Context: an optimization exercise on an open-source flow, tuned for small area and a short achievable clock period. The choices shown serve that exercise and are no tape-out recipe. In this exercise RTL edits were held to simulation tests only and were not proved equivalent to the original. Power figures rest on the tool's default switching activity, not on a simulated workload.

==> design.v <==
`default_nettype none
module tile_mul_front (
	input  logic [16-1:0] i_a,
	input  logic [16-1:0] i_b,
	output logic [42-1:0] o_csa
);
	logic [7:0] bneg;
	logic [7:0] bone;
	logic [7:0] btwo;
	logic pp0_0;
	logic pp0_1;
	logic pp0_2;
	logic pp0_3;
	logic pp0_4;
	logic pp0_5;
	logic pp0_6;
	logic pp0_7;
	logic pp0_8;
	logic pp0_9;
	logic pp0_10;
	logic pp0_11;
	logic pp0_12;
	logic pp0_13;
	logic pp0_14;
	logic pp0_15;
	logic pp1_0;
	logic pp1_1;
	logic pp1_2;
	logic pp1_3;
	logic pp1_4;
	logic pp1_5;
	logic pp1_6;
	logic pp1_7;
	logic pp1_8;
	logic pp1_9;
	logic pp1_10;
	logic pp1_11;
	logic pp1_12;
	logic pp1_13;
	logic pp2_0;
	logic pp2_1;
	logic pp2_2;
	logic pp2_3;
	logic pp2_4;
	logic pp2_5;
	logic pp2_6;
	logic pp2_7;
	logic pp2_8;
	logic pp2_9;
	logic pp2_10;
	logic pp2_11;
	logic pp3_0;
	logic pp3_1;
	logic pp3_2;
	logic pp3_3;
	logic pp3_4;
	logic pp3_5;
	logic pp3_6;
	logic pp3_7;
	logic pp3_8;
	logic pp3_9;
	logic pp4_0;
	logic pp4_1;
	logic pp4_2;
	logic pp4_3;
	logic pp4_4;
	logic pp4_5;
	logic pp4_6;
	logic pp4_7;
	logic pp5_0;
	logic pp5_1;
	logic pp5_2;
	logic pp5_3;
	logic pp5_4;
	logic pp5_5;
	logic pp6_0;
	logic pp6_1;
	logic pp6_2;
	logic pp6_3;
	logic pp7_0;
	logic pp7_1;
	logic s0;
	logic c0;
	logic s1;
	logic c1;
	logic s2;
	logic c2;
	logic s3;
	logic c3;
	logic s4;
	logic c4;
	logic s5;
	logic c5;
	logic s6;
	logic c6;
	logic s7;
	logic c7;
	logic s8;
	logic c8;
	logic s9;
	logic c9;
	logic s10;
	logic c10;
	logic s11;
	logic c11;
	logic s12;
	logic c12;
	logic s13;
	logic c13;
	logic s14;
	logic c14;
	logic s15;
	logic c15;
	logic s16;
	logic c16;
	logic s17;
	logic c17;
	logic s18;
	logic c18;
	logic s19;
	logic c19;
	logic s20;
	logic c20;
	logic s21;
	logic c21;
	logic s22;
	logic c22;
	logic s23;
	logic c23;
	logic s24;
	logic c24;
	logic s25;
	logic c25;
	logic s26;
	logic c26;
	logic s27;
	logic c27;
	logic s28;
	logic c28;
	logic s29;
	logic c29;
	logic s30;
	logic c30;
	logic s31;
	logic c31;
	logic s32;
	logic c32;
	logic s33;
	logic c33;
	assign bneg[0] = i_b[1];
	assign bone[0] = i_b[0] ^ 1'b0;
	assign btwo[0] = (i_b[1] & ~i_b[0] & ~1'b0) | (~i_b[1] & i_b[0] & 1'b0);
	assign bneg[1] = i_b[3];
	assign bone[1] = i_b[2] ^ i_b[1];
	assign btwo[1] = (i_b[3] & ~i_b[2] & ~i_b[1]) | (~i_b[3] & i_b[2] & i_b[1]);
	assign bneg[2] = i_b[5];
	assign bone[2] = i_b[4] ^ i_b[3];
	assign btwo[2] = (i_b[5] & ~i_b[4] & ~i_b[3]) | (~i_b[5] & i_b[4] & i_b[3]);
	assign bneg[3] = i_b[7];
	assign bone[3] = i_b[6] ^ i_b[5];
	assign btwo[3] = (i_b[7] & ~i_b[6] & ~i_b[5]) | (~i_b[7] & i_b[6] & i_b[5]);
	assign bneg[4] = i_b[9];
	assign bone[4] = i_b[8] ^ i_b[7];
	assign btwo[4] = (i_b[9] & ~i_b[8] & ~i_b[7]) | (~i_b[9] & i_b[8] & i_b[7]);
	assign bneg[5] = i_b[11];
	assign bone[5] = i_b[10] ^ i_b[9];
	assign btwo[5] = (i_b[11] & ~i_b[10] & ~i_b[9]) | (~i_b[11] & i_b[10] & i_b[9]);
	assign bneg[6] = i_b[13];
	assign bone[6] = i_b[12] ^ i_b[11];
	assign btwo[6] = (i_b[13] & ~i_b[12] & ~i_b[11]) | (~i_b[13] & i_b[12] & i_b[11]);
	assign bneg[7] = i_b[15];
	assign bone[7] = i_b[14] ^ i_b[13];
	assign btwo[7] = (i_b[15] & ~i_b[14] & ~i_b[13]) | (~i_b[15] & i_b[14] & i_b[13]);
	assign pp0_0 = ((bone[0] & i_a[0]) | (btwo[0] & 1'b0)) ^ bneg[0];
	assign pp0_1 = ((bone[0] & i_a[1]) | (btwo[0] & i_a[0])) ^ bneg[0];
	assign pp0_2 = ((bone[0] & i_a[2]) | (btwo[0] & i_a[1])) ^ bneg[0];
	assign pp0_3 = ((bone[0] & i_a[3]) | (btwo[0] & i_a[2])) ^ bneg[0];
	assign pp0_4 = ((bone[0] & i_a[4]) | (btwo[0] & i_a[3])) ^ bneg[0];
	assign pp0_5 = ((bone[0] & i_a[5]) | (btwo[0] & i_a[4])) ^ bneg[0];
	assign pp0_6 = ((bone[0] & i_a[6]) | (btwo[0] & i_a[5])) ^ bneg[0];
	assign pp0_7 = ((bone[0] & i_a[7]) | (btwo[0] & i_a[6])) ^ bneg[0];
	assign pp0_8 = ((bone[0] & i_a[8]) | (btwo[0] & i_a[7])) ^ bneg[0];
	assign pp0_9 = ((bone[0] & i_a[9]) | (btwo[0] & i_a[8])) ^ bneg[0];
	assign pp0_10 = ((bone[0] & i_a[10]) | (btwo[0] & i_a[9])) ^ bneg[0];
	assign pp0_11 = ((bone[0] & i_a[11]) | (btwo[0] & i_a[10])) ^ bneg[0];
	assign pp0_12 = ((bone[0] & i_a[12]) | (btwo[0] & i_a[11])) ^ bneg[0];
	assign pp0_13 = ((bone[0] & i_a[13]) | (btwo[0] & i_a[12])) ^ bneg[0];
	assign pp0_14 = ((bone[0] & i_a[14]) | (btwo[0] & i_a[13])) ^ bneg[0];
	assign pp0_15 = ((bone[0] & i_a[15]) | (btwo[0] & i_a[14])) ^ bneg[0];
	assign pp1_0 = ((bone[1] & i_a[0]) | (btwo[1] & 1'b0)) ^ bneg[1];
	assign pp1_1 = ((bone[1] & i_a[1]) | (btwo[1] & i_a[0])) ^ bneg[1];
	assign pp1_2 = ((bone[1] & i_a[2]) | (btwo[1] & i_a[1])) ^ bneg[1];
	assign pp1_3 = ((bone[1] & i_a[3]) | (btwo[1] & i_a[2])) ^ bneg[1];
	assign pp1_4 = ((bone[1] & i_a[4]) | (btwo[1] & i_a[3])) ^ bneg[1];
	assign pp1_5 = ((bone[1] & i_a[5]) | (btwo[1] & i_a[4])) ^ bneg[1];
	assign pp1_6 = ((bone[1] & i_a[6]) | (btwo[1] & i_a[5])) ^ bneg[1];
	assign pp1_7 = ((bone[1] & i_a[7]) | (btwo[1] & i_a[6])) ^ bneg[1];
	assign pp1_8 = ((bone[1] & i_a[8]) | (btwo[1] & i_a[7])) ^ bneg[1];
	assign pp1_9 = ((bone[1] & i_a[9]) | (btwo[1] & i_a[8])) ^ bneg[1];
	assign pp1_10 = ((bone[1] & i_a[10]) | (btwo[1] & i_a[9])) ^ bneg[1];
	assign pp1_11 = ((bone[1] & i_a[11]) | (btwo[1] & i_a[10])) ^ bneg[1];
	assign pp1_12 = ((bone[1] & i_a[12]) | (btwo[1] & i_a[11])) ^ bneg[1];
	assign pp1_13 = ((bone[1] & i_a[13]) | (btwo[1] & i_a[12])) ^ bneg[1];
	assign pp2_0 = ((bone[2] & i_a[0]) | (btwo[2] & 1'b0)) ^ bneg[2];
	assign pp2_1 = ((bone[2] & i_a[1]) | (btwo[2] & i_a[0])) ^ bneg[2];
	assign pp2_2 = ((bone[2] & i_a[2]) | (btwo[2] & i_a[1])) ^ bneg[2];
	assign pp2_3 = ((bone[2] & i_a[3]) | (btwo[2] & i_a[2])) ^ bneg[2];
	assign pp2_4 = ((bone[2] & i_a[4]) | (btwo[2] & i_a[3])) ^ bneg[2];
	assign pp2_5 = ((bone[2] & i_a[5]) | (btwo[2] & i_a[4])) ^ bneg[2];
	assign pp2_6 = ((bone[2] & i_a[6]) | (btwo[2] & i_a[5])) ^ bneg[2];
	assign pp2_7 = ((bone[2] & i_a[7]) | (btwo[2] & i_a[6])) ^ bneg[2];
	assign pp2_8 = ((bone[2] & i_a[8]) | (btwo[2] & i_a[7])) ^ bneg[2];
	assign pp2_9 = ((bone[2] & i_a[9]) | (btwo[2] & i_a[8])) ^ bneg[2];
	assign pp2_10 = ((bone[2] & i_a[10]) | (btwo[2] & i_a[9])) ^ bneg[2];
	assign pp2_11 = ((bone[2] & i_a[11]) | (btwo[2] & i_a[10])) ^ bneg[2];
	assign pp3_0 = ((bone[3] & i_a[0]) | (btwo[3] & 1'b0)) ^ bneg[3];
	assign pp3_1 = ((bone[3] & i_a[1]) | (btwo[3] & i_a[0])) ^ bneg[3];
	assign pp3_2 = ((bone[3] & i_a[2]) | (btwo[3] & i_a[1])) ^ bneg[3];
	assign pp3_3 = ((bone[3] & i_a[3]) | (btwo[3] & i_a[2])) ^ bneg[3];
	assign pp3_4 = ((bone[3] & i_a[4]) | (btwo[3] & i_a[3])) ^ bneg[3];
	assign pp3_5 = ((bone[3] & i_a[5]) | (btwo[3] & i_a[4])) ^ bneg[3];
	assign pp3_6 = ((bone[3] & i_a[6]) | (btwo[3] & i_a[5])) ^ bneg[3];
	assign pp3_7 = ((bone[3] & i_a[7]) | (btwo[3] & i_a[6])) ^ bneg[3];
	assign pp3_8 = ((bone[3] & i_a[8]) | (btwo[3] & i_a[7])) ^ bneg[3];
	assign pp3_9 = ((bone[3] & i_a[9]) | (btwo[3] & i_a[8])) ^ bneg[3];
	assign pp4_0 = ((bone[4] & i_a[0]) | (btwo[4] & 1'b0)) ^ bneg[4];
	assign pp4_1 = ((bone[4] & i_a[1]) | (btwo[4] & i_a[0])) ^ bneg[4];
	assign pp4_2 = ((bone[4] & i_a[2]) | (btwo[4] & i_a[1])) ^ bneg[4];
	assign pp4_3 = ((bone[4] & i_a[3]) | (btwo[4] & i_a[2])) ^ bneg[4];
	assign pp4_4 = ((bone[4] & i_a[4]) | (btwo[4] & i_a[3])) ^ bneg[4];
	assign pp4_5 = ((bone[4] & i_a[5]) | (btwo[4] & i_a[4])) ^ bneg[4];
	assign pp4_6 = ((bone[4] & i_a[6]) | (btwo[4] & i_a[5])) ^ bneg[4];
	assign pp4_7 = ((bone[4] & i_a[7]) | (btwo[4] & i_a[6])) ^ bneg[4];
	assign pp5_0 = ((bone[5] & i_a[0]) | (btwo[5] & 1'b0)) ^ bneg[5];
	assign pp5_1 = ((bone[5] & i_a[1]) | (btwo[5] & i_a[0])) ^ bneg[5];
	assign pp5_2 = ((bone[5] & i_a[2]) | (btwo[5] & i_a[1])) ^ bneg[5];
	assign pp5_3 = ((bone[5] & i_a[3]) | (btwo[5] & i_a[2])) ^ bneg[5];
	assign pp5_4 = ((bone[5] & i_a[4]) | (btwo[5] & i_a[3])) ^ bneg[5];
	assign pp5_5 = ((bone[5] & i_a[5]) | (btwo[5] & i_a[4])) ^ bneg[5];
	assign pp6_0 = ((bone[6] & i_a[0]) | (btwo[6] & 1'b0)) ^ bneg[6];
	assign pp6_1 = ((bone[6] & i_a[1]) | (btwo[6] & i_a[0])) ^ bneg[6];
	assign pp6_2 = ((bone[6] & i_a[2]) | (btwo[6] & i_a[1])) ^ bneg[6];
	assign pp6_3 = ((bone[6] & i_a[3]) | (btwo[6] & i_a[2])) ^ bneg[6];
	assign pp7_0 = ((bone[7] & i_a[0]) | (btwo[7] & 1'b0)) ^ bneg[7];
	assign pp7_1 = ((bone[7] & i_a[1]) | (btwo[7] & i_a[0])) ^ bneg[7];
	assign s0 = pp0_2 ^ pp1_0 ^ bneg[1];
	assign c0 = (pp0_2 & pp1_0) | (pp0_2 & bneg[1]) | (pp1_0 & bneg[1]);
	assign s1 = pp0_4 ^ pp1_2 ^ pp2_0;
	assign c1 = (pp0_4 & pp1_2) | (pp0_4 & pp2_0) | (pp1_2 & pp2_0);
	assign s2 = pp0_5 ^ pp1_3 ^ pp2_1;
	assign c2 = (pp0_5 & pp1_3) | (pp0_5 & pp2_1) | (pp1_3 & pp2_1);
	assign s3 = pp0_6 ^ pp1_4 ^ pp2_2;
	assign c3 = (pp0_6 & pp1_4) | (pp0_6 & pp2_2) | (pp1_4 & pp2_2);
	assign s4 = pp0_7 ^ pp1_5 ^ pp2_3;
	assign c4 = (pp0_7 & pp1_5) | (pp0_7 & pp2_3) | (pp1_5 & pp2_3);
	assign s5 = pp0_8 ^ pp1_6 ^ pp2_4;
	assign c5 = (pp0_8 & pp1_6) | (pp0_8 & pp2_4) | (pp1_6 & pp2_4);
	assign s6 = pp3_2 ^ pp4_0 ^ bneg[4];
	assign c6 = (pp3_2 & pp4_0) | (pp3_2 & bneg[4]) | (pp4_0 & bneg[4]);
	assign s7 = pp0_9 ^ pp1_7 ^ pp2_5;
	assign c7 = (pp0_9 & pp1_7) | (pp0_9 & pp2_5) | (pp1_7 & pp2_5);
	assign s8 = pp0_10 ^ pp1_8 ^ pp2_6;
	assign c8 = (pp0_10 & pp1_8) | (pp0_10 & pp2_6) | (pp1_8 & pp2_6);
	assign s9 = pp3_4 ^ pp4_2 ^ pp5_0;
	assign c9 = (pp3_4 & pp4_2) | (pp3_4 & pp5_0) | (pp4_2 & pp5_0);
	assign s10 = pp0_11 ^ pp1_9 ^ pp2_7;
	assign c10 = (pp0_11 & pp1_9) | (pp0_11 & pp2_7) | (pp1_9 & pp2_7);
	assign s11 = pp3_5 ^ pp4_3 ^ pp5_1;
	assign c11 = (pp3_5 & pp4_3) | (pp3_5 & pp5_1) | (pp4_3 & pp5_1);
	assign s12 = pp0_12 ^ pp1_10 ^ pp2_8;
	assign c12 = (pp0_12 & pp1_10) | (pp0_12 & pp2_8) | (pp1_10 & pp2_8);
	assign s13 = pp3_6 ^ pp4_4 ^ pp5_2;
	assign c13 = (pp3_6 & pp4_4) | (pp3_6 & pp5_2) | (pp4_4 & pp5_2);
	assign s14 = pp0_13 ^ pp1_11 ^ pp2_9;
	assign c14 = (pp0_13 & pp1_11) | (pp0_13 & pp2_9) | (pp1_11 & pp2_9);
	assign s15 = pp3_7 ^ pp4_5 ^ pp5_3;
	assign c15 = (pp3_7 & pp4_5) | (pp3_7 & pp5_3) | (pp4_5 & pp5_3);
	assign s16 = pp0_14 ^ pp1_12 ^ pp2_10;
	assign c16 = (pp0_14 & pp1_12) | (pp0_14 & pp2_10) | (pp1_12 & pp2_10);
	assign s17 = pp3_8 ^ pp4_6 ^ pp5_4;
	assign c17 = (pp3_8 & pp4_6) | (pp3_8 & pp5_4) | (pp4_6 & pp5_4);
	assign s18 = pp6_2 ^ pp7_0 ^ bneg[7];
	assign c18 = (pp6_2 & pp7_0) | (pp6_2 & bneg[7]) | (pp7_0 & bneg[7]);
	assign s19 = pp0_15 ^ pp1_13 ^ pp2_11;
	assign c19 = (pp0_15 & pp1_13) | (pp0_15 & pp2_11) | (pp1_13 & pp2_11);
	assign s20 = pp3_9 ^ pp4_7 ^ pp5_5;
	assign c20 = (pp3_9 & pp4_7) | (pp3_9 & pp5_5) | (pp4_7 & pp5_5);
	assign s21 = c0 ^ pp0_3 ^ pp1_1;
	assign c21 = (c0 & pp0_3) | (c0 & pp1_1) | (pp0_3 & pp1_1);
	assign s22 = c2 ^ s3 ^ pp3_0;
	assign c22 = (c2 & s3) | (c2 & pp3_0) | (s3 & pp3_0);
	assign s23 = c3 ^ s4 ^ pp3_1;
	assign c23 = (c3 & s4) | (c3 & pp3_1) | (s4 & pp3_1);
	assign s24 = c4 ^ s5 ^ s6;
	assign c24 = (c4 & s5) | (c4 & s6) | (s5 & s6);
	assign s25 = c5 ^ c6 ^ s7;
	assign c25 = (c5 & c6) | (c5 & s7) | (c6 & s7);
	assign s26 = c7 ^ s8 ^ s9;
	assign c26 = (c7 & s8) | (c7 & s9) | (s8 & s9);
	assign s27 = c8 ^ c9 ^ s10;
	assign c27 = (c8 & c9) | (c8 & s10) | (c9 & s10);
	assign s28 = c10 ^ c11 ^ s12;
	assign c28 = (c10 & c11) | (c10 & s12) | (c11 & s12);
	assign s29 = s13 ^ pp6_0 ^ bneg[6];
	assign c29 = (s13 & pp6_0) | (s13 & bneg[6]) | (pp6_0 & bneg[6]);
	assign s30 = c12 ^ c13 ^ s14;
	assign c30 = (c12 & c13) | (c12 & s14) | (c13 & s14);
	assign s31 = c14 ^ c15 ^ s16;
	assign c31 = (c14 & c15) | (c14 & s16) | (c15 & s16);
	assign s32 = c16 ^ c17 ^ c18;
	assign c32 = (c16 & c17) | (c16 & c18) | (c17 & c18);
	assign s33 = s19 ^ s20 ^ pp6_3;
	assign c33 = (s19 & s20) | (s19 & pp6_3) | (s20 & pp6_3);
	assign o_csa[0] = pp0_0;
	assign o_csa[1] = bneg[0];
	assign o_csa[2] = pp0_1;
	assign o_csa[3] = s0;
	assign o_csa[4] = s21;
	assign o_csa[5] = c21;
	assign o_csa[6] = s1;
	assign o_csa[7] = bneg[2];
	assign o_csa[8] = c1;
	assign o_csa[9] = s2;
	assign o_csa[10] = s22;
	assign o_csa[11] = bneg[3];
	assign o_csa[12] = c22;
	assign o_csa[13] = s23;
	assign o_csa[14] = c23;
	assign o_csa[15] = s24;
	assign o_csa[16] = c24;
	assign o_csa[17] = s25;
	assign o_csa[18] = pp3_3;
	assign o_csa[19] = pp4_1;
	assign o_csa[20] = c25;
	assign o_csa[21] = s26;
	assign o_csa[22] = bneg[5];
	assign o_csa[23] = c26;
	assign o_csa[24] = s27;
	assign o_csa[25] = s11;
	assign o_csa[26] = c27;
	assign o_csa[27] = s28;
	assign o_csa[28] = s29;
	assign o_csa[29] = c28;
	assign o_csa[30] = c29;
	assign o_csa[31] = s30;
	assign o_csa[32] = s15;
	assign o_csa[33] = pp6_1;
	assign o_csa[34] = c30;
	assign o_csa[35] = s31;
	assign o_csa[36] = s17;
	assign o_csa[37] = s18;
	assign o_csa[38] = c31;
	assign o_csa[39] = s32;
	assign o_csa[40] = s33;
	assign o_csa[41] = pp7_1;
endmodule
module tile_alu (
	input  logic [3:0]              i_op,
	input  logic [16-1:0] i_a,
	input  logic [16-1:0] i_b,       
	input  logic                    i_sub,     
	input  logic [42-1:0] i_csa,
	output logic [16-1:0] o_result
);
	logic [3:0] shamt;
	logic [16:0] sum;
	logic [16-1:0] a_rev;
	logic [16-1:0] shl_in;
	logic [16-1:0] shl;
	logic [16-1:0] shl_rev;
	logic [16-1:0] prod;
	logic [16-1:0] prod_x;
	logic [16-1:0] prod_y;
	logic s34;
	logic c34;
	logic s35;
	logic c35;
	logic s36;
	logic c36;
	logic s37;
	logic c37;
	logic s38;
	logic c38;
	logic s39;
	logic c39;
	logic s40;
	logic c40;
	logic s41;
	logic c41;
	logic s42;
	logic c42;
	logic s43;
	logic c43;
	logic s44;
	logic c44;
	logic s45;
	logic c45;
	logic s46;
	logic c46;
	logic s47;
	logic c47;
	logic s48;
	logic c48;
	logic s49;
	logic c49;
	logic s50;
	logic c50;
	logic s51;
	logic c51;
	logic s52;
	logic c52;
	logic s53;
	logic c53;
	logic s54;
	logic c54;
	logic s55;
	logic c55;
	assign s34 = i_csa[29] ^ i_csa[30];
	assign c34 = i_csa[29] & i_csa[30];
	assign s35 = i_csa[34] ^ i_csa[35];
	assign c35 = i_csa[34] & i_csa[35];
	assign s36 = i_csa[38] ^ i_csa[39];
	assign c36 = i_csa[38] & i_csa[39];
	assign s37 = i_csa[16] ^ i_csa[17];
	assign c37 = i_csa[16] & i_csa[17];
	assign s38 = i_csa[20] ^ i_csa[21];
	assign c38 = i_csa[20] & i_csa[21];
	assign s39 = i_csa[23] ^ i_csa[24];
	assign c39 = i_csa[23] & i_csa[24];
	assign s40 = i_csa[26] ^ i_csa[27];
	assign c40 = i_csa[26] & i_csa[27];
	assign s41 = s34 ^ i_csa[31] ^ i_csa[32];
	assign c41 = (s34 & i_csa[31]) | (s34 & i_csa[32]) | (i_csa[31] & i_csa[32]);
	assign s42 = c34 ^ s35 ^ i_csa[36];
	assign c42 = (c34 & s35) | (c34 & i_csa[36]) | (s35 & i_csa[36]);
	assign s43 = c35 ^ s36 ^ i_csa[40];
	assign c43 = (c35 & s36) | (c35 & i_csa[40]) | (s36 & i_csa[40]);
	assign s44 = i_csa[5] ^ i_csa[6];
	assign c44 = i_csa[5] & i_csa[6];
	assign s45 = i_csa[8] ^ i_csa[9];
	assign c45 = i_csa[8] & i_csa[9];
	assign s46 = i_csa[10] ^ i_csa[11];
	assign c46 = i_csa[10] & i_csa[11];
	assign s47 = i_csa[12] ^ i_csa[13];
	assign c47 = i_csa[12] & i_csa[13];
	assign s48 = i_csa[14] ^ i_csa[15];
	assign c48 = i_csa[14] & i_csa[15];
	assign s49 = s37 ^ i_csa[18] ^ i_csa[19];
	assign c49 = (s37 & i_csa[18]) | (s37 & i_csa[19]) | (i_csa[18] & i_csa[19]);
	assign s50 = c37 ^ s38 ^ i_csa[22];
	assign c50 = (c37 & s38) | (c37 & i_csa[22]) | (s38 & i_csa[22]);
	assign s51 = c38 ^ s39 ^ i_csa[25];
	assign c51 = (c38 & s39) | (c38 & i_csa[25]) | (s39 & i_csa[25]);
	assign s52 = c39 ^ s40 ^ i_csa[28];
	assign c52 = (c39 & s40) | (c39 & i_csa[28]) | (s40 & i_csa[28]);
	assign s53 = c40 ^ s41 ^ i_csa[33];
	assign c53 = (c40 & s41) | (c40 & i_csa[33]) | (s41 & i_csa[33]);
	assign s54 = c41 ^ s42 ^ i_csa[37];
	assign c54 = (c41 & s42) | (c41 & i_csa[37]) | (s42 & i_csa[37]);
	assign s55 = c42 ^ s43 ^ i_csa[41];
	assign c55 = (c42 & s43) | (c42 & i_csa[41]) | (s43 & i_csa[41]);
	assign prod_x = {c54, c53, c52, c51, c50, c49, c48, c47, c46, c45, c44, s44, i_csa[4], i_csa[3], i_csa[2], i_csa[0]};
	assign prod_y = {s55, s54, s53, s52, s51, s50, s49, s48, s47, s46, s45, i_csa[7], 1'b0, 1'b0, 1'b0, i_csa[1]};
	assign prod = prod_x + prod_y;
	assign sum = {1'b0, i_a} + {1'b0, i_b} + {{16{1'b0}}, i_sub};
	assign shamt = i_b[3:0];
	always_comb begin
		for (int k = 0; k < 16; k++) begin
			a_rev[k] = i_a[16-1-k];
			shl_rev[k] = shl[16-1-k];
		end
	end
	assign shl_in = (i_op == 4'd8) ? a_rev : i_a;
	assign shl = shl_in << shamt;
	always_comb begin
		case (i_op)
			4'd1: o_result = sum[16-1:0];
			4'd2: o_result = sum[16-1:0];
			4'd3: o_result = prod;
			4'd4: o_result = i_a & i_b;
			4'd5:  o_result = i_a | i_b;
			4'd6: o_result = i_a ^ i_b;
			4'd7: o_result = shl;
			4'd8: o_result = shl_rev;
			4'd9: o_result = i_a;
			4'd10:  o_result = {{(16-1){1'b0}}, !sum[16]};
			default: o_result = '0;
		endcase
	end
endmodule
`default_nettype wire
`default_nettype none
module fetch_stage (
	input  logic                     clk,
	input  logic                     reset,
	input  logic                     i_run,
	input  logic                     i_cfg_req,
	input  logic [48-1:0]  i_cfg,
	output logic                     o_cfg_ack,
	input  logic                     i_loop_we,     
	input  logic [7:0]               i_loop,        
	output logic [51-1:0] o_word,
	output logic                     o_word_valid
);
	logic [41-1:0] cfg_mem [0:16-1];
	logic [4-1:0] pc;
	logic [4-1:0] loop_start;
	logic [4-1:0] loop_end;
	logic [4-1:0] cfg_addr;
	logic [44-1:0] cfg_word;
	logic [41-1:0] cfg_packed;
	logic cfg_write;
	assign cfg_addr = i_cfg[48-1:44];
	assign cfg_word = i_cfg[44-1:0];
	assign cfg_write = i_cfg_req && !o_cfg_ack;
	assign cfg_packed[40:37] = cfg_word[43:40];
	assign cfg_packed[36:34] = cfg_word[39:37];
	assign cfg_packed[33:31] = cfg_word[33:31];
	assign cfg_packed[30] = cfg_word[30];
	assign cfg_packed[29] = cfg_word[29];
	assign cfg_packed[28] = cfg_word[28];
	assign cfg_packed[27:16] = cfg_word[27:16];
	assign cfg_packed[12:0] = cfg_word[12:0];
	assign cfg_packed[15:13] = cfg_word[29] ? cfg_word[15:13] : cfg_word[36:34];
	always_ff @(posedge clk) begin
		if (reset) begin
			o_cfg_ack <= 1'b0;
		end else if (cfg_write) begin
			o_cfg_ack <= 1'b1;
		end else if (!i_cfg_req) begin
			o_cfg_ack <= 1'b0;
		end
	end
	always_ff @(posedge clk) begin
		if (cfg_write) begin
			cfg_mem[cfg_addr] <= cfg_packed;
		end
	end
	always_ff @(posedge clk) begin
		if (reset) begin
			pc <= '0;
			loop_start <= '0;
			loop_end <= 4'd15;
			o_word_valid <= 1'b0;
		end else if (i_run) begin
			if (pc == loop_end) begin
				pc <= loop_start;
			end else begin
				pc <= pc + 1'b1;
			end
			if (i_loop_we) begin
				loop_start <= i_loop[3:0];
				loop_end <= i_loop[7:4];
			end
			o_word_valid <= 1'b1;
		end
	end
	logic [16-1:0] pc_dec;
	logic [41-1:0] rd_word;
	always_comb begin
		rd_word = '0;
		for (int e = 0; e < 16; e++) begin
			pc_dec[e] = pc == e[4-1:0];
			rd_word = rd_word | (cfg_mem[e] & {41{pc_dec[e]}});
		end
	end
	function automatic logic [4:0] src_onehot(input logic [3-1:0] src);
		src_onehot = {src == 3'd4, src == 3'd3, src == 3'd2, src == 3'd1, src == 3'd0};
	endfunction
	logic [51-1:0] fword;
	logic rd_use_imm;
	logic rd_b_imm;
	always_comb begin
		rd_use_imm = rd_word[29];
		rd_b_imm = rd_use_imm || rd_word[40:37] == 4'd11;
		fword[50:47] = rd_word[40:37];
		fword[46:42] = src_onehot(rd_word[36:34]);
		fword[41] = rd_word[36:34] == 3'd7;
		fword[40:36] = rd_b_imm ? 5'd0 : src_onehot(rd_word[15:13]);
		fword[35] = rd_b_imm;
		fword[34] = !rd_use_imm && rd_word[15:13] == 3'd7;
		fword[33] = rd_use_imm;
		fword[32:30] = rd_word[33:31];
		fword[29] = rd_word[30];
		fword[28] = rd_word[28];
		fword[27:16] = rd_word[27:16];
		fword[15:0] = rd_word[15:0];
	end
	always_ff @(posedge clk) begin
		if (i_run) begin
			o_word <= fword;
		end
	end
endmodule
`default_nettype wire
`default_nettype none
module operand_stage (
	input  logic                                      clk,
	input  logic                                      reset,
	input  logic                                      i_run,
	input  logic [51-1:0]                  i_word,
	input  logic                                      i_word_valid,
	input  logic [4*17-1:0]    i_flit_in,
	input  logic [17-1:0]                   i_treg,
	output logic [3:0]                                o_op,
	output logic [16-1:0]                   o_a,
	output logic [16-1:0]                   o_b,            
	output logic                                      o_sub,          
	output logic [42-1:0]                   o_mcsa,         
	output logic                                      o_res_valid,    
	output logic                                      o_treg_we,      
	output logic                                      o_loop_we,      
	output logic [4-1:0]                 o_route_alu,    
	output logic [4-1:0]                 o_route_treg,   
	output logic [4*17-1:0]    o_pass          
);
	logic [3:0] opcode;
	logic [4:0] a_sel;
	logic [4:0] b_sel;
	logic [3-1:0] src_p;
	logic [16-1:0] imm;
	logic [4*3-1:0] route;
	logic a_valid;
	logic b_valid;
	logic [16-1:0] a_data;
	logic [16-1:0] b_data;
	logic [4:0] nz;
	logic p_valid;
	logic p_nz;
	logic pred_pass;
	logic a_ok;
	logic b_ok;
	logic fire;
	logic is_sub;
	logic [42-1:0] mcsa;
	assign opcode = i_word[50:47];
	assign a_sel = i_word[46:42];
	assign b_sel = i_word[40:36];
	assign src_p = i_word[32:30];
	assign imm = i_word[15:0];
	assign route = i_word[27:16];
	function automatic logic [17-1:0] pick_source(
		input logic [4:0]                               sel,
		input logic [4*17-1:0]   flits,
		input logic [17-1:0]                  treg
	);
		logic [17-1:0] f;
		f = treg & {17{sel[4]}};
		for (int d = 0; d < 4; d++) begin
			f = f | (flits[d*17 +: 17] & {17{sel[d]}});
		end
		pick_source = f;
	endfunction
	logic [17-1:0] a_flit;
	logic [17-1:0] b_flit;
	always_comb begin
		a_flit = pick_source(a_sel, i_flit_in, i_treg);
		b_flit = pick_source(b_sel, i_flit_in, i_treg);
	end
	assign a_valid = a_flit[16];
	assign a_data = a_flit[16-1:0];
	assign b_valid = i_word[33] || b_flit[16];
	assign b_data = b_flit[16-1:0] | (imm & {16{i_word[35]}});
	always_comb begin
		for (int d = 0; d < 4; d++) begin
			nz[d] = |i_flit_in[d*17 +: 16];
		end
		nz[4] = |i_treg[16-1:0];
		p_valid = 1'b0;
		p_nz = 1'b0;
		if (!src_p[2]) begin
			p_valid = i_flit_in[src_p[1:0]*17 + 16];
			p_nz = nz[src_p[1:0]];
		end else if (src_p[1:0] == 2'd0) begin
			p_valid = i_treg[16];
			p_nz = nz[4];
		end
	end
	assign pred_pass = (src_p == 3'd7) || (p_valid && (p_nz ^ i_word[29]));
	assign a_ok = i_word[41] || a_valid;
	assign b_ok = i_word[34] || b_valid;
	always_comb begin
		case (opcode)
			4'd0, 4'd11: fire = 1'b0;
			4'd9: fire = pred_pass && (a_valid || b_valid);
			default: fire = pred_pass && a_ok && b_ok;
		endcase
	end
	always_ff @(posedge clk) begin
		if (reset) begin
			o_res_valid <= 1'b0;
			o_treg_we <= 1'b0;
			o_loop_we <= 1'b0;
			o_route_alu <= '0;
			o_route_treg <= '0;
			for (int d = 0; d < 4; d++) begin
				o_pass[d*17 + 16] <= 1'b0;
			end
		end else if (i_run) begin
			o_res_valid <= i_word_valid && fire;
			o_treg_we <= i_word_valid && i_word[28];
			o_loop_we <= i_word_valid && opcode == 4'd11;
			for (int d = 0; d < 4; d++) begin
				o_route_alu[d] <= i_word_valid && route[3*d +: 3] == 3'd4;
				o_route_treg[d] <= i_word_valid && route[3*d +: 3] == 3'd5;
				o_pass[d*17 + 16] <= i_word_valid && !route[3*d + 2] &&
					i_flit_in[route[3*d +: 2]*17 + 16];
			end
		end
	end
	tile_mul_front u_mul_front (
		.i_a   (a_data),
		.i_b   (b_data),
		.o_csa (mcsa)
	);
	assign is_sub = opcode == 4'd2 || opcode == 4'd10;
	always_ff @(posedge clk) begin
		if (i_run) begin
			o_op <= opcode;
			o_a <= (opcode == 4'd9 && !a_valid) ? b_data : a_data;
			o_b <= b_data ^ {16{is_sub}};
			o_sub <= is_sub;
			o_mcsa <= mcsa;
			for (int d = 0; d < 4; d++) begin
				o_pass[d*17 +: 16] <=
					i_flit_in[route[3*d +: 2]*17 +: 16];
			end
		end
	end
endmodule
`default_nettype wire
`default_nettype none
module execute_stage (
	input  logic                                      clk,
	input  logic                                      reset,
	input  logic                                      i_run,
	input  logic                                      i_res_valid,
	input  logic                                      i_treg_we,
	input  logic [4-1:0]                 i_route_alu,
	input  logic [4-1:0]                 i_route_treg,
	input  logic [4*17-1:0]    i_pass,
	input  logic [16-1:0]                   i_result,
	output logic [17-1:0]                   o_treg,
	output logic [4*17-1:0]    o_flit_out
);
	logic [17-1:0] res;
	logic [4-1:0] out_alu;
	logic [4*17-1:0] out_hold;
	always_ff @(posedge clk) begin
		if (reset) begin
			o_treg[16] <= 1'b0;
			out_alu <= '0;
			for (int d = 0; d < 4; d++) begin
				out_hold[d*17 + 16] <= 1'b0;
			end
		end else if (i_run) begin
			if (i_treg_we) begin
				o_treg[16] <= i_res_valid;
			end
			out_alu <= i_route_alu;
			for (int d = 0; d < 4; d++) begin
				if (i_route_treg[d]) begin
					out_hold[d*17 + 16] <= o_treg[16];
				end else begin
					out_hold[d*17 + 16] <= i_pass[d*17 + 16];
				end
			end
		end
	end
	always_ff @(posedge clk) begin
		if (i_run) begin
			res <= {i_res_valid, i_result};
			if (i_treg_we) begin
				o_treg[16-1:0] <= i_result;
			end
			for (int d = 0; d < 4; d++) begin
				if (i_route_treg[d]) begin
					out_hold[d*17 +: 16] <= o_treg[16-1:0];
				end else begin
					out_hold[d*17 +: 16] <= i_pass[d*17 +: 16];
				end
			end
		end
	end
	for (genvar d = 0; d < 4; d++) begin : g_out
		assign o_flit_out[d*17 +: 17] = out_alu[d] ? res : out_hold[d*17 +: 17];
	end
endmodule
`default_nettype wire
`default_nettype none
module tile_top (
	input  logic                                      clk,
	input  logic                                      reset,
	input  logic                                      i_run,
	input  logic                                      i_cfg_req,
	input  logic [48-1:0]                   i_cfg,
	output logic                                      o_cfg_ack,
	input  logic [4*17-1:0]    i_flit_in,
	output logic [4*17-1:0]    o_flit_out
);
	logic [51-1:0] word;
	logic word_valid;
	logic [3:0] alu_op;
	logic [16-1:0] alu_a;
	logic [16-1:0] alu_b;
	logic alu_sub;
	logic [42-1:0] alu_mcsa;
	logic [16-1:0] alu_result;
	logic res_valid;
	logic treg_we;
	logic loop_we;
	logic [4-1:0] route_alu;
	logic [4-1:0] route_treg;
	logic [4*17-1:0] pass;
	logic [17-1:0] treg;
	fetch_stage u_fetch (
		.clk          (clk),
		.reset        (reset),
		.i_run        (i_run),
		.i_cfg_req    (i_cfg_req),
		.i_cfg        (i_cfg),
		.o_cfg_ack    (o_cfg_ack),
		.i_loop_we    (loop_we),
		.i_loop       (alu_b[7:0]),
		.o_word       (word),
		.o_word_valid (word_valid)
	);
	operand_stage u_operand (
		.clk          (clk),
		.reset        (reset),
		.i_run        (i_run),
		.i_word       (word),
		.i_word_valid (word_valid),
		.i_flit_in    (i_flit_in),
		.i_treg       (treg),
		.o_op         (alu_op),
		.o_a          (alu_a),
		.o_b          (alu_b),
		.o_sub        (alu_sub),
		.o_mcsa       (alu_mcsa),
		.o_res_valid  (res_valid),
		.o_treg_we    (treg_we),
		.o_loop_we    (loop_we),
		.o_route_alu  (route_alu),
		.o_route_treg (route_treg),
		.o_pass       (pass)
	);
	tile_alu u_alu (
		.i_op     (alu_op),
		.i_a      (alu_a),
		.i_b      (alu_b),
		.i_sub    (alu_sub),
		.i_csa    (alu_mcsa),
		.o_result (alu_result)
	);
	execute_stage u_execute (
		.clk          (clk),
		.reset        (reset),
		.i_run        (i_run),
		.i_res_valid  (res_valid),
		.i_treg_we    (treg_we),
		.i_route_alu  (route_alu),
		.i_route_treg (route_treg),
		.i_pass       (pass),
		.i_result     (alu_result),
		.o_treg       (treg),
		.o_flit_out   (o_flit_out)
	);
endmodule
`default_nettype wire
==> flow/run.sh <==
#!/bin/bash
# The standard layout, with plain buffers (not delay cells) on the ports.
set -o pipefail
export BUFFER_PORTS_ARGS="-buffer_cell sky130_fd_sc_hd__buf_1"
bash standard.sh finish > standard.log 2>&1
==> standard.sh <==
#!/bin/bash
# synth_recipe.tcl (not shown) runs the flow's synth.tcl, then flattens the netlist and writes it again
# the make line also repeats each setting of config.mk as NAME=value (left out here)
make -C /OpenROAD-flow-scripts/flow DESIGN_CONFIG=/design/flow/config.mk WORK_HOME=/design/flow/orfs CLKGATE_MAP_FILE= SYNTH_SCRIPT=/design/flow/synth_recipe.tcl "${@:-finish}"
==> config.mk <==
export PLATFORM = sky130hd
export DESIGN_NAME = tile_top
export DESIGN_NICKNAME = tile_top
export VERILOG_FILES = /design/flow/design.v
export SDC_FILE = /design/flow/constraint.sdc
export NUM_CORES = 4
export LEC_CHECK = 0
export ABC_CLOCK_PERIOD_IN_PS = 3300
export CAP_MARGIN = 20
export CORE_MARGIN = 2
export CORE_UTILIZATION = 65
export CTS_BUF_LIST = sky130_fd_sc_hd__clkbuf_8
export CTS_CLUSTER_DIAMETER = 45
export CTS_CLUSTER_SIZE = 20
export SETUP_SLACK_MARGIN = 3.7
export SLEW_MARGIN = 20
==> constraint.sdc <==
create_clock -name core_clock -period 7.0 [get_ports {clk}]
set_input_delay 1.4000 -clock core_clock [delete_from_list [all_inputs] [get_ports {clk}]]
set_output_delay 1.4000 -clock core_clock [all_outputs]
set_load 0.01 [all_outputs]
==> out/qor.csv, run 1 <==
stage;metric;value;unit
clocking;total CTS buffers;101;
synth;Synth warnings;4;
synth;Seq/Total Area, Yosys;63.5;%
setup_path;max incr delay on CP;0.61;ns
sta;fin. max-slew vios;0;
power;power density over the cells;308;nW/um^2
floorplanning;effective utilization at floorplan;65.6;%
sta;Tcrit/Tclk final;48.1;%
synth;Post-Syn Area per Cell;14.6;um^2
floorplanning;Die Y;270;um
sta;Worst slew margin;18.8;%
sta;unrepaired setup endpoints after global routing;yes;
worst_hold_path;Hold Crit Depth;2;
setup_path;Max FO, Critical Path;7;
synth;EDFF count, synth;947;
cells_and_area;Area Overhead vs Synth;13.9;%
cells_and_area;layout cells sized above 1;25.5;%
synth;cell count after synthesis;3142;
placement;Port Buffers;188;
cells_and_area;commonest non-fill, non-tap cell in the layout;edfxtp_1;
synth;syn nets;3372;
grt;All-Layer GR Usage;40.7;%
clocking;CTS max path bufs;3;
sta;Final Skew;0.0667;ns
floorplanning;core region area;70000;um^2
grt;largest net degree at the start of global routing;170;
drt;Antenna Nets Post-Route;0;
sta;setup TNS;0;ns
worst_hold_path;endpoint of the worst hold path;u_operand.o_route_alu[3];
drt;Detailed Route Iter0 Violations;5350;
drt;routed length per instance;33.8;um
drt;residual DRC count;0;
setup_path;Startpoint Class;flip-flop;
setup_path;R2R Setup Slk;3.63;ns
setup_path;most common cell type on the critical path;buf_4;
drt;DRT Pass-1 Iters;9;
drt;DR vias;32800;
setup_path;RR Endpoint;u_operand.o_mcsa[21];
cells_and_area;register area;29200;um^2
setup_path;WP data arrival;3.85;ns
synth;Seq cells post-synth;985;
power;Leak;17.6;nW
setup_path;Req. time, crit path;7.48;ns
setup_path;cell with the biggest individual delay on the critical path;fa_1;
drt;vias per cell;7.37;
cells_and_area;area of the multi-input gates;16300;um^2
status;outcome;complete, no violations;
floorplanning;# rows;97;
clocking;cts-stage hold buffer count;0;
cells_and_area;Final Util;74.8;%
power;Peak VDD IR;488;uV
floorplanning;Die ar.;72800;um^2
grt;grt ovf;0;
setup_path;CP cell instances;buf_6, buf_4, a22oi_2, and3_4, buf_4, nor2_4, a221oi_2, o22ai_2, fa_1, fa_2;
worst_hold_path;hold path startpoint;u_operand.o_route_alu[3];
synth;Synth async-reset ratio;0;%
sta;Hold Vio Cnt, Final;0;
grt;vias in the first global route;32300;
cells_and_area;Nets;3645;
setup_path;r2r startpoint;u_fetch.o_word[40];
setup_path;Worst Path Class, Setup;flip-flop to flip-flop;
setup_path;Crit. End Element;flip-flop;
sta;slew at the pin closest to its max-slew limit;1.22;ns
grt;first-pass GRT wire length;215000;um
grt;initial antenna violation count;7;
sta;endpoints failing setup;0;
floorplanning;I/O pins;189;
synth;Yosys cell types;87;
clocking;clock root buffer;clkbuf_8;
clocking;CTS Sinks;985;
run;max-cap violation count;0;
synth;most common flop cell mapped by yosys;edfxtp_1;
placement;dpl hpwl;90900;um
clocking;clock latency on the worst-skew pair;0.79;ns
clocking;Reg clk slew, reported paths;0.09;ns
clocking;CTS tree;built;
drt;final wirelength;151000;um
worst_hold_path;Hold/Removal Path Class;flip-flop to flip-flop;
sta;post-route minimum period;3.37;ns
sta;Max Fclk;297;MHz
setup_path;Reg2Reg Depth;10;
cells_and_area;most frequent cells in the layout;edfxtp_1, buf_4, nand2_1;
clocking;Max H-tree Level;3;
floorplanning;Die W;270;um
synth;Mapped Area;46000;um^2
placement;gpl congestion;0.972;
cells_and_area;Layout fillers;4218;
[how the worst max path moves through the flow]
stage	startpoint	end	cells past startpoint
CTS	i_flit_in[2]	u_operand.o_mcsa[24]	11
floorplan	i_flit_in[2]	u_operand.o_mcsa[27]	10
global route	u_fetch.o_word[40]	u_operand.o_mcsa[35]	10
global placement	i_flit_in[18]	u_operand.o_mcsa[35]	10
finish	u_fetch.o_word[40]	u_operand.o_mcsa[21]	10
detailed placement	i_flit_in[18]	u_operand.o_mcsa[35]	10
[cell type report]
class | instances | area share (%)
Sequential cell | 985 | 55.8
Antenna cell | 6 | 0.0287
Timing Repair Buffer | 394 | 5.20
Timing Repair inverter | 1 | 0.00956
Clock buffer | 102 | 2.68
Multi-Input combinational cell | 1838 | 31.2
Inverter | 94 | 0.734
Clock inverter | 88 | 2.09
Tap cell | 940 | 2.25
[layer usage]
layer / share of wire [%] / vias up / wire length, um / GRT usage [%]
met1: 34 / 16000 / 51600 / 53.3
met5: 0.018 / - / 27 / 0
met2: 46 / 2851 / 69100 / 63.4
met3: 13 / 608 / 19200 / 8.29
met4: 7.0 / 4 / 10600 / 25.0
li1: - / 13300 / - / -
[cell usage after synthesis (all sizes together), types with 7 or more instances]
library cell | number | area (um^2)
dfxtp | 38 | 761
o21ai | 67 | 335
a222oi | 33 | 330
a221o | 13 | 130
edfxtp | 947 | 28400
a21oi | 143 | 727
and2 | 22 | 143
nand4 | 66 | 413
o221ai | 7 | 61.3
xor2 | 27 | 236
nor2b | 7 | 43.8
and3 | 20 | 125
clkbuf | 140 | 526
inv | 93 | 349
xnor2 | 52 | 470
mux4 | 90 | 2030
nor3 | 36 | 190
nor4 | 17 | 113
or3 | 10 | 72.6
o21a | 7 | 53.8
o22ai | 33 | 206
o211ai | 13 | 97.6
and4 | 12 | 105
a31oi | 10 | 62.6
buf | 87 | 502
a211oi | 11 | 87.6
a22oi | 110 | 851
ha | 74 | 926
nand3 | 43 | 233
nand2 | 161 | 604
nand2b | 7 | 43.8
a22o | 137 | 1200
nor2 | 151 | 577
a221oi | 165 | 1540
fa | 36 | 721
mux2i | 45 | 450
a21o | 13 | 97.6
mux2 | 144 | 1620
[through the flow]
stage	worst slack (ns)	power [mW]	instance area [um^2]	std cells	hold slack [ns]
after global placement	2.00	10.8	47700	4120	0.451
after global routing	3.50	16.6	52400	4447	0.481
after CTS	3.67	15.7	51600	4410	0.465
final	3.63	16.1	52400	4448	0.470
after detailed placement	1.95	10.9	47700	4120	0.454
after floorplan	3.06	9.56	46200	3142	0.431
[flip-flops by register name, indices dropped and copies added, names as in the netlist, 17 cells and up]
| name | count |
|---|---|
| u_operand.o_pass | 68 |
| u_execute.res | 17 |
| u_fetch.o_word | 51 |
| u_fetch.cfg_mem | 656 |
| u_execute.out_hold | 68 |
| u_operand.o_mcsa | 42 |
| u_execute.o_treg | 17 |
[cells by family after synthesis]
group	Yosys count	synth area share, %
DFF	985	63.5
buffers and inverters	321	3.00
and+or+nand+nor	567	6.09
AOI/OAI and AO/OA	801	13.3
xor gates and xnor gates	79	1.54
adders and majority gates	110	3.58
muxes	279	8.92
[what timing repair did]
action | CTS | global route
endpoints found under the setup margin | 132 | 50
resized for setup | 154 | 123
pin swaps | 48 | 61
gates cloned | 4 | 2
setup buffers | 96 | 30
[critical path: cells and delay by family, from the launching register on]
family,cells,cell delay [ns]
AOI/OAI and AO/OA,3,0.64
buffers and inverters,3,0.46
and+or+nand+nor,2,0.35
adders and majority gates,2,1.06
DFF,1,0.54
[power breakdown]
part           internal, mW  switching [mW]  leakage (nW)  total [mW]
Combinational          1.90            2.83          7.27        4.73
Sequential             6.88           0.205          9.07        7.09
Clock                  1.88            2.43          1.26        4.31
==> run 2, diff against run 1 <==
--- a/config.mk
+++ b/config.mk
@@ -5,7 +5,7 @@
 export SDC_FILE = /design/flow/constraint.sdc
 export NUM_CORES = 4
 export LEC_CHECK = 0
-export ABC_CLOCK_PERIOD_IN_PS = 3300
+export ABC_AREA = 1
 export CAP_MARGIN = 20
 export CORE_MARGIN = 2
 export CORE_UTILIZATION = 65
==> run 2 against run 1 <==
Against the previous run: area after synthesis rose by 2.3%; combinational power barely moved; still clean; sequential power barely moved; maximum frequency fell by 1.6%.
==> out/qor.csv, run 2 <==
stage;metric;value;unit;change
placement;gpl congestion;1.04;;+7.5%
drt;DRT Pass-1 Iters;6;;-3
cells_and_area;max reg flops;656;;unchanged
clocking;Max H-tree Level;3;;unchanged
drt;met2 wire length;70400;um;+1.9%
grt;largest net degree at the start of global routing;157;;-7.6%
floorplanning;# rows;98;;+1.0%
cells_and_area;Biggest register;u_fetch.cfg_mem;;
run;max-cap violation count;0;;unchanged
clocking;clock latency on the worst-skew pair;0.81;ns;+0.02 ns
synth;Synth warnings;4;;unchanged
sta;post-route minimum period;3.43;ns;+0.0563 ns
clocking;Reg clk slew, reported paths;0.09;ns;about the same
synth;Seq cells post-synth;985;;unchanged
grt;initial antenna violation count;7;;unchanged
status;outcome;complete, no violations;;
floorplanning;effective utilization at floorplan;65.7;%;about the same
drt;final wirelength;147000;um;-2.0%
sta;Min Hold Slack;0.472;ns;+0.00212 ns
cells_and_area;register area;29200;um^2;about the same
drt;highest routing layer actually used;met5;;
grt;first-pass GRT wire length;211000;um;-1.9%
setup_path;Startpoint Class;flip-flop;;
grt;vias in the first global route;32700;;+1.5%
setup_path;Crit. End Element;flip-flop;;
sta;setup TNS;0;ns;unchanged
drt;wire length on met3;15800;um;-18%
sta;fin. max-slew vios;0;;unchanged
drt;Metal-1 WL;52300;um;+1.3%
synth;most frequent cell after synthesis;edfxtp_1;;
drt;routed length per instance;26.9;um;-21%
cells_and_area;most frequent cells in the layout;edfxtp_1, nand2_1, o21ai_0;;
floorplanning;Die Y;273;um;+1.1%
synth;top cell type by total area after synthesis;edfxtp_1;;
setup_path;WP data arrival;3.92;ns;+0.07 ns
sta;Max Fclk;292;MHz;-1.6%
clocking;CTS max path bufs;3;;unchanged
synth;Commonest cells post-synth;edfxtp_1, nand2_1, nor2_1, o21ai_0, inv_1;;
synth;top cells by area, synth;edfxtp_1, nand2_1, o21ai_0, nor2_1, a22o_1;;
synth;most common flop cell mapped by yosys;edfxtp_1;;
power;power density over the cells;302;nW/um^2;-1.9%
sta;Final Skew;0.0763;ns;+0.00962 ns
setup_path;Max FO, Critical Path;3;;-4
floorplanning;Die W;273;um;+1.1%
cells_and_area;Nets;4677;;+28%
synth;Post-Syn Area per Cell;11.3;um^2;-23%
cells_and_area;top flop regs;u_fetch.cfg_mem: 656 flops, u_execute.out_hold: 68 flops, u_operand.o_pass: 68 flops;;
drt;vias per cell;6.45;;-12%
worst_hold_path;Hold/Removal Path Class;flip-flop to flip-flop;;
placement;Port Buffers;188;;unchanged
synth;Yosys cell types;72;;-17%
cells_and_area;commonest non-fill, non-tap cell in the layout;edfxtp_1;;
cells_and_area;Layout fillers;4928;;+17%
placement;DP Worst Slack;2.23;ns;+0.286 ns
synth;EDFF count, synth;947;;unchanged
floorplanning;Die ar.;74500;um^2;+2.3%
floorplanning;I/O pins;189;;unchanged
clocking;cts-stage hold buffer count;0;;unchanged
clocking;total CTS buffers;102;;+0.99%
synth;Mapped Area;47000;um^2;+2.3%
cells_and_area;Final Util;74.3;%;-0.51 points
cells_and_area;Area Overhead vs Synth;13.1;%;
power;Peak VDD IR;496;uV;+1.5%
setup_path;Worst Path Class, Setup;flip-flop to flip-flop;;
floorplanning;core region area;71600;um^2;+2.3%
cells_and_area;post-route cell area;53200;um^2;+1.6%
setup_path;Req. time, crit path;7.50;ns;+0.02 ns
placement;Placed Cells;5176;;+26%
grt;All-Layer GR Usage;38.9;%;-1.8 points
sta;Hold Vio Cnt, Final;0;;unchanged
synth;cell count after synthesis;4174;;+33%
synth;top-area cell type share of the netlist area;60.5;%;-1.4 points
sta;final setup margin;3.57;ns;-0.0563 ns
power;Leak;19.8;nW;+13%
drt;DR vias;35400;;+8.0%
sta;slew at the pin closest to its max-slew limit;1.09;ns;-0.130 ns
sta;endpoints failing setup;0;;unchanged
drt;Antenna Nets Post-Route;0;;unchanged
sta;unrepaired setup endpoints after global routing;yes;;
drt;Detailed Route Iter0 Violations;4562;;-15%
cells_and_area;area of the multi-input gates;16600;um^2;+1.4%
clocking;CTS Sinks;985;;unchanged
synth;Synth async-reset ratio;0;%;unchanged
synth;syn nets;4404;;+31%
sta;Worst slew margin;27.2;%;+8.5 points
grt;grt ovf;0;;unchanged
sta;Tcrit/Tclk final;48.9;%;+0.80 points
clocking;CTS tree;built;;
synth;Seq/Total Area, Yosys;62.1;%;-1.4 points
drt;residual DRC count;0;;unchanged
placement;dpl hpwl;91400;um;+0.60%
clocking;clock root buffer;clkbuf_8;;
power;total power draw;16.1;mW;-0.38%
cells_and_area;final cell count without fillers;5490;;+23%
cells_and_area;layout cells sized above 1;17.1;%;-8.4 points
placement;dpl cell area;48800;um^2;+2.3%
-- run 2: cell count changes in the layout (fill, tap and decap cells not counted), sizes merged, moves of 42 or more --
| cell | previous run | this run |
|---|---|---|
| buf | 380 | 338 |
| a221oi | 165 | 40 |
| nand2 | 161 | 893 |
| xor2 | 27 | 84 |
| o21ai | 67 | 295 |
| nor2 | 152 | 321 |
| mux2 | 144 | 71 |
| mux2i | 45 | 1 |
| inv | 138 | 322 |
| a22oi | 110 | 34 |
| mux4 | 90 | 0 |
| o22ai | 33 | 107 |
| nand3 | 43 | 211 |
-- run 2: cells by family after synthesis --
logic type	share of synthesized area [%]
xor+xnor	1.80
mux	1.72
simple gates	14.8
compound gates	11.5
flops	62.1
fa+ha+maj	3.50
buf+inv	4.57
-- run 2: final timing paths --
| path | from | endpoint | slack [ns] | depth (start not counted) |
|---|---|---|---|---|
| setup / recovery | u_operand.o_mcsa[35] | u_execute.o_treg[15] | 3.57 | 14 |
| hold reg to reg | u_operand.o_pass[16] | u_operand.o_pass[16] | 0.47 | 2 |
| setup reg to reg | u_operand.o_mcsa[35] | u_execute.o_treg[15] | 3.57 | 14 |
| hold / removal | u_operand.o_pass[16] | u_operand.o_pass[16] | 0.47 | 2 |
-- run 2: area by class of cell --
cell class | instances | share of cell area, %
Tap cell | 950 | 2.24
Timing Repair Buffer | 367 | 4.81
Clock buffer | 102 | 2.64
Sequential cell | 985 | 54.9
Inverter | 295 | 2.17
Clock inverter | 91 | 2.01
Multi-Input combinational cell | 2694 | 31.2
Timing Repair inverter | 2 | 0.0235
Antenna cell | 4 | 0.0188
-- run 2: repair_timing --
item / CTS / global route
gates resized for setup: 76 / 182
buffers inserted: 70 / 39
setup endpoints to repair: 124 / 69
pin swaps: 25 / 43
gates cloned: 3 / 4
-- run 2: report_power, final --
| group | switching, mW | total [mW] | internal (mW) |
|---|---|---|---|
| sequential | 0.180 | 7.09 | 6.91 |
| combinational | 2.94 | 4.71 | 1.77 |
| clock | 2.39 | 4.26 | 1.87 |
| total | 5.52 | 16.1 | 10.5 |
-- run 2: critical path, cell delays in order (launching register included) --
cell and delay [ns]:
edfxtp_1 0.47, ha_4 0.27, fa_1 0.48, inv_1 0.05, fa_2 0.57, inv_2 0.06, ha_4 0.30, nand2_4 0.07
nor2_1 0.17, nand3_1 0.12, nand3_1 0.10, nand2b_1 0.09, nand3_4 0.14, nand4_1 0.11, buf_6 0.17
-- run 2: metal layers --
layer | track usage [%] | up-vias
met4 | 19.9 | 8
met3 | 6.96 | 533
met2 | 64.3 | 2314
met5 | 0 | -
li1 | - | 15600
met1 | 49.8 | 17000
==> run 3, diff against run 2 <==
--- a/config.mk
+++ b/config.mk
@@ -5,7 +5,7 @@
 export SDC_FILE = /design/flow/constraint.sdc
 export NUM_CORES = 4
 export LEC_CHECK = 0
-export ABC_AREA = 1
+export ABC_CLOCK_PERIOD_IN_PS = 2500
 export CAP_MARGIN = 20
 export CORE_MARGIN = 2
 export CORE_UTILIZATION = 65
==> run 3 against run 2 <==
Against the previous run: routed wire length rose by 2.1%; maximum frequency rose by 1.7%; global-route usage grew 1.8 points; clock skew is 0.0096 ns lower; first-iteration DRC count up 17%; register-to-register slack improved by 0.06 ns; die area shrank 2.2%; critical path type unchanged; highest routed layer unchanged.
==> out/qor.csv, run 3 <==
stage;metric;value;unit;change
status;outcome;complete, no violations;;
sta;Tcrit/Tclk final;48.1;%;-0.80 points
floorplanning;effective utilization at floorplan;65.6;%;about the same
sta;Max Fclk;297;MHz;+1.7%
synth;Seq/Total Area, Yosys;63.5;%;+1.4 points
grt;largest net degree at the start of global routing;170;;+8.3%
setup_path;cell with the biggest individual delay on the critical path;fa_1;;
power;Leak;17.6;nW;-11%
setup_path;Crit. End Element;flip-flop;;
worst_hold_path;hold path startpoint;u_operand.o_route_alu[3];;
clocking;cts-stage hold buffer count;0;;unchanged
power;power density over the cells;308;nW/um^2;+1.9%
drt;DR vias;32800;;-7.4%
synth;EDFF count, synth;947;;unchanged
placement;Placed Cells;4120;;-20%
synth;Seq cells post-synth;985;;unchanged
synth;top cells by area, synth;edfxtp_1, mux4_2, mux2_2, a221oi_1, a22o_1;;
cells_and_area;top flop regs;u_fetch.cfg_mem: 656 flops, u_execute.out_hold: 68 flops, u_operand.o_pass: 68 flops;;
setup_path;max incr delay on CP;0.61;ns;+0.04 ns
clocking;CTS tree;built;;
run;max-cap violation count;0;;unchanged
sta;Final Skew;0.0667;ns;-0.00962 ns
grt;All-Layer GR Usage;40.7;%;+1.8 points
synth;largest family of logic cells by synthesized area;compound AO/OA/AOI/OAI gates;;
cells_and_area;Nets;3645;;-22%
setup_path;WP buf/inv;3;;unchanged
synth;top-area cell type share of the netlist area;61.9;%;+1.4 points
synth;most frequent cell after synthesis;edfxtp_1;;
synth;xor-xnor portion of the synthesized cell area;1.54;%;-0.26 points
synth;Yosys cell types;87;;+21%
setup_path;Startpoint Class;flip-flop;;
clocking;clock latency on the worst-skew pair;0.79;ns;-0.02 ns
sta;Hold Vio Cnt, Final;0;;unchanged
clocking;clock root buffer;clkbuf_8;;
worst_hold_path;Hold/Removal Path Class;flip-flop to flip-flop;;
floorplanning;# rows;97;;-1.0%
clocking;Max H-tree Level;3;;unchanged
placement;dpl hpwl;90900;um;-0.60%
cells_and_area;post-route cell area;52400;um^2;-1.5%
cells_and_area;register area;29200;um^2;about the same
synth;Post-Syn Area per Cell;14.6;um^2;+30%
clocking;total CTS buffers;101;;-0.98%
floorplanning;Die Y;270;um;-1.1%
placement;dpl cell area;47700;um^2;-2.2%
cells_and_area;most frequent cells in the layout;edfxtp_1, buf_4, nand2_1;;
setup_path;CP top delay family;adder cells;;
sta;fin. max-slew vios;0;;unchanged
setup_path;R2R Setup Slk;3.63;ns;+0.06 ns
drt;DRT Pass-1 Iters;9;;+3
placement;DP Worst Slack;1.95;ns;-0.286 ns
cells_and_area;layout cells sized above 1;25.5;%;+8.4 points
clocking;CTS max path bufs;3;;unchanged
sta;slew at the pin closest to its max-slew limit;1.22;ns;+0.130 ns
drt;Detailed Route Iter0 Violations;5350;;+17%
synth;syn nets;3372;;-23%
worst_hold_path;endpoint of the worst hold path;u_operand.o_route_alu[3];;
sta;setup TNS;0;ns;unchanged
clocking;CTS Sinks;985;;unchanged
grt;vias in the first global route;32300;;-1.4%
synth;multiplexer share of the synthesized area;8.92;%;+7.2 points
synth;Compound-Gate Fraction of Synth Area;13.3;%;+1.8 points
cells_and_area;Area Overhead vs Synth;13.9;%;
drt;vias per cell;7.37;;+14%
setup_path;Worst Path Class, Setup;flip-flop to flip-flop;;
setup_path;Req. time, crit path;7.48;ns;-0.02 ns
cells_and_area;Layout fillers;4218;;-14%
drt;residual DRC count;0;;unchanged
placement;gpl congestion;0.972;;-7.0%
cells_and_area;max reg flops;656;;unchanged
worst_hold_path;Hold Crit Depth;2;;unchanged
synth;top cell type by total area after synthesis;edfxtp_1;;
synth;most common flop cell mapped by yosys;edfxtp_1;;
setup_path;CP cell instances;buf_6, buf_4, a22oi_2, and3_4, buf_4, nor2_4, a221oi_2, o22ai_2, fa_1, fa_2;;
clocking;Reg clk slew, reported paths;0.09;ns;about the same
setup_path;WP data arrival;3.85;ns;-0.07 ns
synth;cell count after synthesis;3142;;-25%
floorplanning;Die W;270;um;-1.1%
cells_and_area;commonest non-fill, non-tap cell in the layout;edfxtp_1;;
grt;first-pass GRT wire length;215000;um;+1.9%
sta;Worst slew margin;18.8;%;-8.5 points
synth;Synth Area in Simple Gates;6.09;%;-8.7 points
cells_and_area;area of the multi-input gates;16300;um^2;-1.3%
floorplanning;I/O pins;189;;unchanged
setup_path;most common cell type on the critical path;buf_4;;
setup_path;RR Endpoint;u_operand.o_mcsa[21];;
cells_and_area;Final Util;74.8;%;+0.51 points
placement;Port Buffers;188;;unchanged
floorplanning;core region area;70000;um^2;-2.2%
grt;initial antenna violation count;7;;unchanged
cells_and_area;final cell count without fillers;4448;;-19%
sta;endpoints failing setup;0;;unchanged
synth;post-synthesis adder-cell area fraction;3.58;%;+0.081 points
grt;grt ovf;0;;unchanged
sta;final setup margin;3.63;ns;+0.0563 ns
synth;Synth warnings;4;;unchanged
setup_path;Reg2Reg Depth;10;;-4
setup_path;r2r startpoint;u_fetch.o_word[40];;
floorplanning;Die ar.;72800;um^2;-2.2%
synth;Mapped Area;46000;um^2;-2.3%
drt;routed length per instance;33.8;um;+26%
setup_path;Max FO, Critical Path;7;;+4
sta;post-route minimum period;3.37;ns;-0.0563 ns
power;Peak VDD IR;488;uV;-1.5%
drt;final wirelength;151000;um;+2.1%
drt;Antenna Nets Post-Route;0;;unchanged
synth;Commonest cells post-synth;edfxtp_1, nand2_1, a221oi_1;;
synth;Synth async-reset ratio;0;%;unchanged
sta;unrepaired setup endpoints after global routing;yes;;
cells_and_area;Biggest register;u_fetch.cfg_mem;;
run 3: final cells by class:
cell class	count	share of cell area, %
Antenna cell	6	0.0287
Sequential cell	985	55.8
Clock inverter	88	2.09
Timing Repair inverter	1	0.00956
Clock buffer	102	2.68
Timing Repair Buffer	394	5.20
Multi-Input combinational cell	1838	31.2
Tap cell	940	2.25
Inverter	94	0.734
run 3: how the worst max path moves through the flow:
stage	start	to	slack, ns	cells after the start
CTS	i_flit_in[2]	u_operand.o_mcsa[24]	3.67	11
floorplan	i_flit_in[2]	u_operand.o_mcsa[27]	3.06	10
finish	u_fetch.o_word[40]	u_operand.o_mcsa[21]	3.63	10
global route	u_fetch.o_word[40]	u_operand.o_mcsa[35]	3.50	10
global placement	i_flit_in[18]	u_operand.o_mcsa[35]	2.00	10
detailed placement	i_flit_in[18]	u_operand.o_mcsa[35]	1.95	10
run 3: stage by stage:
stage	total power, mW	hold slack (ns)
floorplan	9.56	0.431
global placement	10.8	0.451
detailed placement	10.9	0.454
CTS	15.7	0.465
global route	16.6	0.481
finish	16.1	0.470
run 3: kinds of logic after synthesis:
family	Yosys count
buffers and inverters	321
and+or+nand+nor	567
xor gates and xnor gates	79
AOI/OAI and AO/OA	801
muxes	279
adders and majority gates	110
DFF	985
run 3: routing by layer:
| metal | global-route usage, % | up-vias | routed length (um) |
|---|---|---|---|
| met5 | 0 | - | 27 |
| met4 | 25.0 | 4 | 10600 |
| met3 | 8.29 | 608 | 19200 |
| met2 | 63.4 | 2851 | 69100 |
| met1 | 53.3 | 16000 | 51600 |
| li1 | - | 13300 | - |
run 3: worst min-delay path: stages (launching register included):
cell,delay (ns)
dfxtp_1,0.32
nand2_1,0.06
a21oi_1,0.05
run 3: timing repair:
action | 4_1_cts | 5_1_grt
buffers inserted | 96 | 30
gates resized for setup | 154 | 123
cloned | 4 | 2
hold endpoints to repair | 0 | 0
pin swaps | 48 | 61
endpoints found under the setup margin | 132 | 50
run 3: where the power goes:
| group | internal [mW] | leakage [nW] | switching, mW |
|---|---|---|---|
| combinational | 1.90 | 7.27 | 2.83 |
| sequential | 6.88 | 9.07 | 0.205 |
| clock | 1.88 | 1.26 | 2.43 |

-- afterwards: timing with drivers on the ports --
How much do the figures lean on ideal ports? The routed layouts below were timed once more, with nothing changed but the port constraints. Step 1 sets driving cells, clkbuf_16 on the clock port and buf_2 on the other inputs (assumed; they add their load-dependent delay and slew). Step 2 adds t to the input delays and takes it off the output delays; t is the mean of the earliest and latest rising clock arrival at the registers after step 1. Input paths then give back, and output paths get back, about the clock's delay inside the block. Slacks: no drivers / after step 1 / after step 2; pairs: no drivers / after step 1.
run	t (ns)	slack for setup (ns)	clock arrival spread, ns
run 1	0.826	3.630 / 3.630 / 2.810	0.084 / 0.085
run 2	0.835	3.574 / 3.574 / 2.863	0.094 / 0.094
run 3	0.826	3.630 / 3.630 / 2.810	0.084 / 0.085
After both steps every run listed still meets setup and hold.
